This is an optimization exercise on Yosys and OpenROAD, whose aim is small area, a short achievable clock period and few clock cycles per item, not a production implementation. RTL that was checked went through simulation tests only; none was proved equivalent to the original. No activity file was given, so power comes from the tool's default toggle rates.

## lru_ordered_history_set
module lru_ordered_history_set #(
    parameter int ENTRIES        = 16,
    parameter int FOOTPRINT_BITS = 64
) (
    input  logic                                 clk,
    input  logic                                 rst_n,
    input  logic                                 in_valid,
    output logic                                 in_stall,
    input  logic [1:0]                           cmd,
    input  logic [lohs_pkg::KEY_W-1:0]           offset_key,
    input  logic [lohs_pkg::KEY_W-1:0]           address_key,
    input  logic [lohs_pkg::FP_PORT_W-1:0]       entry_footprint,
    output logic                                 out_valid,
    input  logic                                 out_stall,
    output logic                                 hit,
    output logic [lohs_pkg::SLOT_PORT_W-1:0]     slot,
    output logic [lohs_pkg::FP_PORT_W-1:0]       found_footprint,
    output logic [lohs_pkg::FILL_PORT_W-1:0]     fill_count
);
For scale: roughly 8500 cells after synthesis, about 3600 flip-flops.
==> flow/config.mk <==
export PLATFORM = sky130hd
export DESIGN_NAME = lru_ordered_history_set
export DESIGN_NICKNAME = lru_ordered_history_set
export VERILOG_FILES = /design/flow/design.v
export SDC_FILE = /design/flow/constraint.sdc
export NUM_CORES = 8
export LEC_CHECK = 0
export CAP_MARGIN = 20
export CORE_MARGIN = 2
export CORE_UTILIZATION = 55
export CTS_BUF_LIST = sky130_fd_sc_hd__clkbuf_16
export CTS_CLUSTER_DIAMETER = 80
export CTS_CLUSTER_SIZE = 25
export SETUP_SLACK_MARGIN = 5
export SLEW_MARGIN = 20
==> flow/constraint.sdc <==
create_clock -name core_clock -period 9.0 [get_ports {clk}]
set_input_delay 1.8000 -clock core_clock [delete_from_list [all_inputs] [get_ports {clk}]]
set_output_delay 1.8000 -clock core_clock [all_outputs]
set_load 0.01 [all_outputs]
standard.sh (not shown) runs the stock make flow with config.mk's settings and CLKGATE_MAP_FILE= SYNTH_SCRIPT=/design/flow/synth_recipe.tcl, a recipe that flattens the netlist after the stock synthesis.
==> flow/flow/run.sh <==
#!/bin/bash
set -euo pipefail
MARGIN=$(cat flow/margin.txt)
bash standard.sh SETUP_SLACK_MARGIN=$MARGIN finish > make_finish.log 2>&1
==> flow/flow/margin.txt <==
5.7
Change:
--- a/flow/design.v
+++ b/flow/design.v
@@ -138,19 +138,19 @@
                     newer[i][j] = !rec_reg[j][i];
                 else
                     newer[i][j] = 1'b0;
             end
         end
     end
     assign full = count_reg[COUNT_W-1];
     assign out_free     = !o_valid || !out_stall;
     assign fire_c       = c_valid && (out_free || !s_valid);
-    assign c_free       = !c_valid || !s_valid;
+    assign c_free       = !c_valid || fire_c;
     assign fire_b       = b_valid && c_free;
     assign accept       = in_valid && !stall_reg;
     assign b_valid_next = accept || (b_valid && !fire_b);
     assign c_valid_next = fire_b || (c_valid && !fire_c);
     assign o_valid_next = out_free ? (s_valid || c_valid) : 1'b1;
     assign s_valid_next = out_free ? (s_valid && c_valid) : (s_valid || c_valid);
     always_ff @(posedge clk or negedge rst_n)
     begin
         if (!rst_n)
What happened: Global-route usage falls by 1.5 points. Power falls by a few percent. Register-to-register slack gets better by 0.07 ns. First-iteration DRC count shrinks by roughly a tenth. Clock skew is higher by 0.040 ns. Routed wire length drops by a few percent. Worst setup slack loses 0.024 ns. Hold slack got worse by 0.0068 ns. Sequential power barely changes.
Testbench counts after the change, summed over its fixed seeds: cycles 32,024, items 32,000.
Function not checked in the first run of this note: the RTL went through the layout flow alone.

* * *

## red
Another version of the RTL of lru_ordered_history_set (not shown whole).
Size in the first run: roughly 3600 flip-flops, ~270 I/O pins, roughly 140000 µm² of cells after synthesis.
Settings: LEC_CHECK=0, CAP_MARGIN=20, CORE_MARGIN=2, CORE_UTILIZATION=62, CTS_BUF_LIST=sky130_fd_sc_hd__clkbuf_16, CTS_CLUSTER_DIAMETER=80, CTS_CLUSTER_SIZE=25, PLACE_DENSITY=0.66, SETUP_SLACK_MARGIN=5, SLEW_MARGIN=20; clock period 9.0 ns.
==> flow/flow/run.sh <==
#!/bin/bash
set -euo pipefail
MARGIN=$(cat flow/margin.txt)
ARGS=(SETUP_SLACK_MARGIN=$MARGIN "BUFFER_PORTS_ARGS=-buffer_cell sky130_fd_sc_hd__buf_4")
bash standard.sh "${ARGS[@]}" place > make_place.log 2>&1
ODB=$PWD/orfs/results/$FLOW_PLATFORM/lru_ordered_history_set/base/3_place.odb openroad -no_init -exit flow/out_regs.tcl > out_regs.log 2>&1
bash standard.sh "${ARGS[@]}" finish > make_finish.log 2>&1
==> flow/flow/margin.txt <==
6.0
==> flow/flow/out_regs.tcl <==
# For each output port: move its buffer next to the pin and, when the
# buffer's input comes straight from a register with no other load, move that
# register next to it too; then legalize the placement.
read_db $::env(ODB)
set block [ord::get_db_block]
set core [$block getCoreArea]
set cx0 [expr [$core xMin] + 2000]; set cx1 [expr [$core xMax] - 12000]
set cy0 [expr [$core yMin] + 3000]; set cy1 [expr [$core yMax] - 3000]
proc clamp {v lo hi} { expr {$v < $lo ? $lo : ($v > $hi ? $hi : $v)} }
set moved 0
foreach bt [$block getBTerms] {
  if {[$bt getIoType] ne "OUTPUT"} { continue }
  set bb [$bt getBBox]
  set tx [clamp [expr ([$bb xMin] + [$bb xMax]) / 2] $cx0 $cx1]
  set ty [clamp [expr ([$bb yMin] + [$bb yMax]) / 2] $cy0 $cy1]
  set net [$bt getNet]
  foreach it [$net getITerms] {
    if {![$it isOutputSignal]} { continue }
    set buf [$it getInst]
    $buf setLocation $tx $ty
    incr moved
    foreach bi [$buf getITerms] {
      if {![$bi isInputSignal]} { continue }
      set n2 [$bi getNet]
      if {$n2 eq "NULL"} { continue }
      if {[llength [$n2 getITerms]] != 2} { continue }
      foreach it3 [$n2 getITerms] {
        if {![$it3 isOutputSignal]} { continue }
        set ff [$it3 getInst]
        set m [[$ff getMaster] getName]
        if {![string match "*__df*" $m] && ![string match "*__edf*" $m]} { continue }
        $ff setLocation $tx $ty
        incr moved
      }
    }
  }
}
puts "moved $moved cells"
detailed_placement
check_placement -verbose
write_db $::env(ODB)
red finished all stages; layout check result: FAIL, due to slew limit.
Modified inputs, blue compared to red
diff --git a/flow/design.v b/flow/design.v
--- a/flow/design.v
+++ b/flow/design.v
@@ -103,24 +103,23 @@
     logic                          fire_c;
     logic                          c_free;
     logic                          fire_b;
     logic                          b_valid_next;
     logic                          c_valid_next;
     logic                          o_valid_next;
     logic                          s_valid_next;
     logic                          b_insert;
     logic                          b_touch;
     logic [ENTRIES-1:0]            match;
     logic [ENTRIES-1:0]            free_slot;
-    logic [ENTRIES-1:0]            lru_reg;     
-    logic [ENTRIES-1:0]            lru_next;
+    logic [ENTRIES-1:0]            lru;
     logic [ENTRIES-1:0]            victim;
     logic [SLOT_W-1:0]             victim_num;
     logic [ENTRIES-1:0]            promote;
     logic [ENTRIES-1:0]            sel_look;
     logic [ENTRIES-1:0]            sel_touch;
     logic [ENTRIES-1:0]            sel;
     logic [SLOT_W-1:0]             res_slot;
     logic [FOOTPRINT_BITS-1:0]     res_fp;
     logic [RES_W-1:0]              res;
     always_comb
     begin
@@ -210,44 +209,40 @@
             begin
                 sel_touch[s] = sel_touch[s] && !match[t];
             end
         end
         if (b_insert)
             sel = '0;
         else if (b_touch)
             sel = sel_touch;
         else
             sel = sel_look;
         promote = (b_valid && b_touch) ? sel_touch : '0;
-        victim     = full ? lru_reg : free_slot;
+        for (int s = 0; s < ENTRIES; s++)
+        begin
+            lru[s] = 1'b1;
+            for (int t = 0; t < ENTRIES; t++)
+            begin
+                if (t != s)
+                    lru[s] = lru[s] && newer[t][s];
+            end
+        end
+        victim     = full ? lru : free_slot;
         victim_num = '0;
         for (int s = 0; s < ENTRIES; s++)
         begin
             if (victim[s])
                 victim_num = victim_num | SLOT_W'(s);
         end
         cell_wr    = (fire_b && b_insert) ? victim : '0;
         count_next = (fire_b && b_insert && !full) ? count_reg + COUNT_W'(1) : count_reg;
-        for (int s = 0; s < ENTRIES; s++)
-        begin
-            lru_next[s] = !(promote[s] || cell_wr[s]);
-            for (int t = 0; t < ENTRIES; t++)
-            begin
-                if (t != s)
-                    lru_next[s] = lru_next[s] && (promote[t] || cell_wr[t] || newer[t][s]);
-            end
-        end
-    end
-    always_ff @(posedge clk)
-    begin
-        lru_reg <= lru_next;
     end
     assign wr_offset_key  = b_okey;
     assign wr_address_key = b_akey;
     assign wr_footprint   = b_fp;
     always_ff @(posedge clk or negedge rst_n)
     begin
         if (!rst_n)
         begin
             count_reg <= '0;
         end
         else
Notes after the runs:
- Via count (higher): red
- blue finished all stages; the layout is clean.
- When the final numbers for red and blue were put side by side, the critical path depth turned out to be greater in red.
- [compare] base=red new=blue: worst hold slack across all endpoints shows an increase of 0.0091 ns; simple logic cell fraction of the synthesized area shows a reduction of 0.38 points.
- Post-cts resize count (lower): blue
- Global-route wire length before repair ended up 19 mm higher on blue than on red.
- In the metrics for red and blue, the one carrying the lower global placement routability congestion is red.
- Post-CTS repair timing setup buffer count ended up 82 lower on blue than on red.
- Compared with red, in blue count of inverters other than clock inverters in the layout up 11; post-detailed-route wirelength per cell up 6.6%; netlist area before placement down 1100 µm²; clock buffer count from CTS up 1; placed cell count down 1.6%.
- The final reports for blue and red show area occupied by registers lower in the former.
- blue vs red, library cell contributing the largest single delay on the critical path: edfxtp_1 vs dfrtp_4
Testbench counts of blue, summed over its fixed seeds: cycles 32,024, items 32,000.
The RTL of red was laid out without a check of its function.

[port drivers added, routing unchanged]
The flow's constraints put no driver on any port. The routed layouts listed below were extracted and timed again, unchanged, in two steps.
Step 1, drivers: a clkbuf_16 drives clk and a buf_2 each remaining input, both assumed.
Step 2 adds t to the input delays and takes it off the output delays; t is the mean of the earliest and latest rising clock arrival at the registers after step 1. Input paths then give back, and output paths get back, about the clock's delay inside the block.
Slacks: ideal / step 1 / step 2; pairs: ideal / step 1.
run	t, ns	slack for setup (ns)	worst register clock-pin slew, ns
the first run of note 1	0.987	5.535 / 5.480 / 4.681	0.10 / 0.10
the second run of note 1	0.950	5.511 / 5.413 / 4.626	0.10 / 0.10
red	0.974	5.709 / 5.619 / 4.825	0.10 / 0.10
blue	0.990	5.748 / 5.634 / 4.839	0.11 / 0.11
The setup slack of blue, which loses most, moves by -0.114 ns with the drivers and by -0.909 ns with both steps.
